What follows belongs to an exercise in optimizing a design on an open flow for small area and a short achievable clock period; a production flow would make more cautious choices.
The RTL was checked by simulation tests, not by an equivalence proof against the original design.
Power and IR drop assume default switching activity.

Design y86_decode, start of the top module:
module y86_decode (
    input  logic          clk_i,
    input  logic          rst_n_i,
    input  logic          stall_i,
    input  logic          bubble_i,
    input  logic [3:0]    f_icode_i,
    input  logic [3:0]    f_ra_i,
    input  logic [3:0]    f_rb_i,
    input  logic [63:0]   f_valp_i,
    input  logic [2:0]    f_stat_i,
    input  logic [3:0]    e_dste_i,
    input  logic [63:0]   e_vale_i,
    input  logic [3:0]    m_dstm_i,
    input  logic [63:0]   m_valm_i,
    input  logic [3:0]    m_dste_i,
    input  logic [63:0]   m_vale_i,
    input  logic [3:0]    w_dstm_i,
    input  logic [63:0]   w_valm_i,
    input  logic [3:0]    w_dste_i,
    input  logic [63:0]   w_vale_i,
    output logic [63:0]   d_vala_o,
    output logic [63:0]   d_valb_o,
    output logic [3:0]    d_dste_o,
    output logic [3:0]    d_dstm_o,
    output logic [3:0]    d_srca_o,
    output logic [3:0]    d_srcb_o,
    output logic [2:0]    d_stat_o
);
    y86_pkg::reg_id_t  f_srca, f_srcb, f_dste, f_dstm;
    logic              f_usep, d_usep;
    logic [14:0]       d_rda, d_rdb;
    logic              d_nonea, d_noneb;
    y86_pkg::word_t    d_valp;
    y86_pkg::word_t    rval_a;
    y86_pkg::word_t    rval_b;
    always_comb begin
        for (int r = 0; r < y86_pkg::NUM_REGS; r++) begin
            d_rda[r] = (d_srca_o == 4'(r));
            d_rdb[r] = (d_srcb_o == 4'(r));
        end
    end
    assign d_nonea = (d_srca_o == y86_pkg::RNONE);
    assign d_noneb = (d_srcb_o == y86_pkg::RNONE);
    reg_select u_reg_select (
        .icode_i  (f_icode_i),
        .ra_i     (f_ra_i),
        .rb_i     (f_rb_i),
        .src_a_o  (f_srca),
        .src_b_o  (f_srcb),
        .dst_e_o  (f_dste),
        .dst_m_o  (f_dstm),
        .use_p_o  (f_usep)
    );
    decode_reg u_decode_reg (
        .clk_i    (clk_i),
        .rst_n_i  (rst_n_i),
        .stall_i  (stall_i),
        .bubble_i (bubble_i),
        .src_a_i  (f_srca),
        .src_b_i  (f_srcb),
  ...
Settings: LEC_CHECK=0, CAP_MARGIN=20, CELL_PAD_IN_SITES_DETAIL_PLACEMENT=2, CELL_PAD_IN_SITES_GLOBAL_PLACEMENT=3, CORE_MARGIN=2, CORE_UTILIZATION=30, CTS_CLUSTER_DIAMETER=100, CTS_CLUSTER_SIZE=25, PLACE_DENSITY=0.45, SETUP_SLACK_MARGIN=1.8, SLEW_MARGIN=20, SYNTH_HIERARCHICAL=1, SYNTH_MINIMUM_KEEP_SIZE=0; clock period 6.5 ns.
standard.sh (not shown) runs the stock make flow with config.mk's settings and CLKGATE_MAP_FILE= SYNTH_SCRIPT=/design/flow/synth_recipe.tcl, a recipe that flattens the netlist after the stock synthesis.
==> flow/flow/run.sh <==
#!/bin/bash
# Standard layout (standard.sh, unchanged synthesis) with smaller port
# buffers, a fanout limit for repair_design, and a clock tree with larger
# sink clusters and no dummy loads.
set -euo pipefail
export BUFFER_PORTS_ARGS="-buffer_cell sky130_fd_sc_hd__buf_2"
export PRE_RESIZE_TCL="$PWD/flow/fanout.tcl"
export PRE_GLOBAL_PLACE_TCL="$PWD/flow/fanout.tcl"
export CTS_ARGS="-sink_clustering_enable -repair_clock_nets -dont_use_dummy_load -sink_clustering_size 25 -sink_clustering_max_diameter 100 -buf_list {sky130_fd_sc_hd__clkbuf_16}"
bash standard.sh finish > standard.log 2>&1
==> flow/flow/fanout.tcl <==
# Limit fanout so that repair_design builds buffer trees for the wide
# select nets (register-file read/write selects, forwarding selects).
set_max_fanout 20 [current_design]
Edit:
--- a/flow/flow/run.sh
+++ b/flow/flow/run.sh
@@ -8,3 +8,3 @@
 export PRE_GLOBAL_PLACE_TCL="$PWD/flow/fanout.tcl"
-export CTS_ARGS="-sink_clustering_enable -repair_clock_nets -dont_use_dummy_load -sink_clustering_size 25 -sink_clustering_max_diameter 100 -buf_list {sky130_fd_sc_hd__clkbuf_16}"
+export CTS_ARGS="-sink_clustering_enable -repair_clock_nets -dont_use_dummy_load -sink_clustering_size 20 -sink_clustering_max_diameter 100 -buf_list {sky130_fd_sc_hd__clkbuf_16}"
 bash standard.sh finish > standard.log 2>&1
- CTS_CLUSTER_SIZE: 25 -> 20
After rerunning:
- clock-buffer cell count came out higher by 6
- hold slack got worse by 0.0035 ns
- total power rises slightly
- combinational power hardly moves
- setup slack improves by 0.027 ns
Edit:
==> flow/flow/run.sh (replaced) <==
#!/bin/bash
# Standard layout (standard.sh, unchanged synthesis) with smaller port
# buffers, a fanout limit for repair_design.
set -euo pipefail
export BUFFER_PORTS_ARGS="-buffer_cell sky130_fd_sc_hd__buf_2"
export PRE_RESIZE_TCL="$PWD/flow/fanout.tcl"
export PRE_GLOBAL_PLACE_TCL="$PWD/flow/fanout.tcl"
bash standard.sh finish > standard.log 2>&1
- CTS_CLUSTER_DIAMETER: 100 -> 60
What happened: The new run finished with timing, DRC and antenna clean; combinational power barely changes; fmax went down slightly; clock skew stays the same; design area went up by a few percent; via count went up slightly; area after synthesis is unchanged; sequential share of layout area went down by 1.9 points; total power went up by a quarter to a third; setup slack degrades by 0.050 ns.


red:
Another version of the RTL of y86_decode (not shown whole).
For scale: about 4900 cells after synthesis, roughly 1100 flip-flops, roughly 570 I/O pins, ~52000 sq um of cells after synthesis.
Settings: LEC_CHECK=0, CAP_MARGIN=20, CELL_PAD_IN_SITES_DETAIL_PLACEMENT=2, CELL_PAD_IN_SITES_GLOBAL_PLACEMENT=3, CORE_MARGIN=2, CORE_UTILIZATION=30, PLACE_DENSITY=0.45, SETUP_SLACK_MARGIN=2.5, SLEW_MARGIN=20, SYNTH_HIERARCHICAL=1, SYNTH_MINIMUM_KEEP_SIZE=0; clock period 6.5 ns.
==> flow/flow/run.sh <==
#!/bin/bash
# Standard layout (standard.sh, unchanged synthesis) with smaller port buffers.
set -euo pipefail
export BUFFER_PORTS_ARGS="-buffer_cell sky130_fd_sc_hd__buf_2"
bash standard.sh finish > standard.log 2>&1
### red -> blue
==> flow/flow/run.sh <==
#!/bin/bash
# Standard layout (standard.sh, unchanged synthesis) with smaller port
# buffers, a fanout limit for repair_design, and gate downsizing off the
# critical paths after global routing.
set -euo pipefail
export BUFFER_PORTS_ARGS="-buffer_cell sky130_fd_sc_hd__buf_2"
export PRE_RESIZE_TCL="$PWD/flow/fanout.tcl"
export PRE_GLOBAL_PLACE_TCL="$PWD/flow/fanout.tcl"
export RECOVER_POWER=100
bash standard.sh finish > standard.log 2>&1
==> flow/flow/fanout.tcl (new file) <==
# Limit fanout so that repair_design builds buffer trees for the wide
# select nets (register-file read/write selects, forwarding selects).
set_max_fanout 20 [current_design]
diff --git a/flow/config.mk b/flow/config.mk
--- a/flow/config.mk
+++ b/flow/config.mk
@@ -14 +14 @@
-export SETUP_SLACK_MARGIN = 2.5
+export SETUP_SLACK_MARGIN = 1.8
- blue: complete, dirty (capacitance limit, slew limit)
- blue: maximum clock rate is 43 MHz lower than what red reported.
- Cell with the biggest individual delay on the critical path: sky130_fd_sc_hd__clkbuf_1 -> blue, sky130_fd_sc_hd__nand4_1 -> red
- Between blue and red, it is blue whose global routing usage summed across all routing layers is lower, by 6.8 points.
- For the area used by multi-input combinational logic, blue came in about 5% lower than red did.
- Going from red to blue, arrival time of the worst setup path grows by 3.16 ns.
- Total power, blue and red, higher one = red.
- On blue: register area is about 0.37% lower than what red gave.
- Detailed-route wire length ends up lower on blue.

## what the ideal ports hide
In the flow no input, the clock included, has a driving cell. The finished layouts below were timed again as built, in two steps. Step 1 assumes that a clkbuf_16 drives the clock port and a buf_2 every other input. Step 2 times the ports against the registers' clock, not the clock port: input delays grow and output delays shrink by t, the midpoint of the rising clock arrivals with the driver on. Three values: ideal, step 1, step 2; two values: the first two.
| run | t (ns) | setup slack, ns | clock arrival spread, ns |
|---|---|---|---|
| the first run of note 1 | 0.800 | 1.740 / 1.654 / 1.809 | 0.074 / 0.074 |
| the second run of note 1 | 0.810 | 1.767 / 1.677 / 1.817 | 0.064 / 0.064 |
| the third run of note 1 | 0.866 | 1.716 / 1.621 / 1.837 | 0.030 / 0.030 |
| red | 0.883 | 1.899 / 1.837 / 1.484 | 0.038 / 0.039 |
| blue | 0.871 | 0.758 / 0.808 / -0.064 | 0.037 / 0.037 |
The setup slack of blue, which loses most, moves by +0.050 ns with the drivers and by -0.822 ns with both steps.
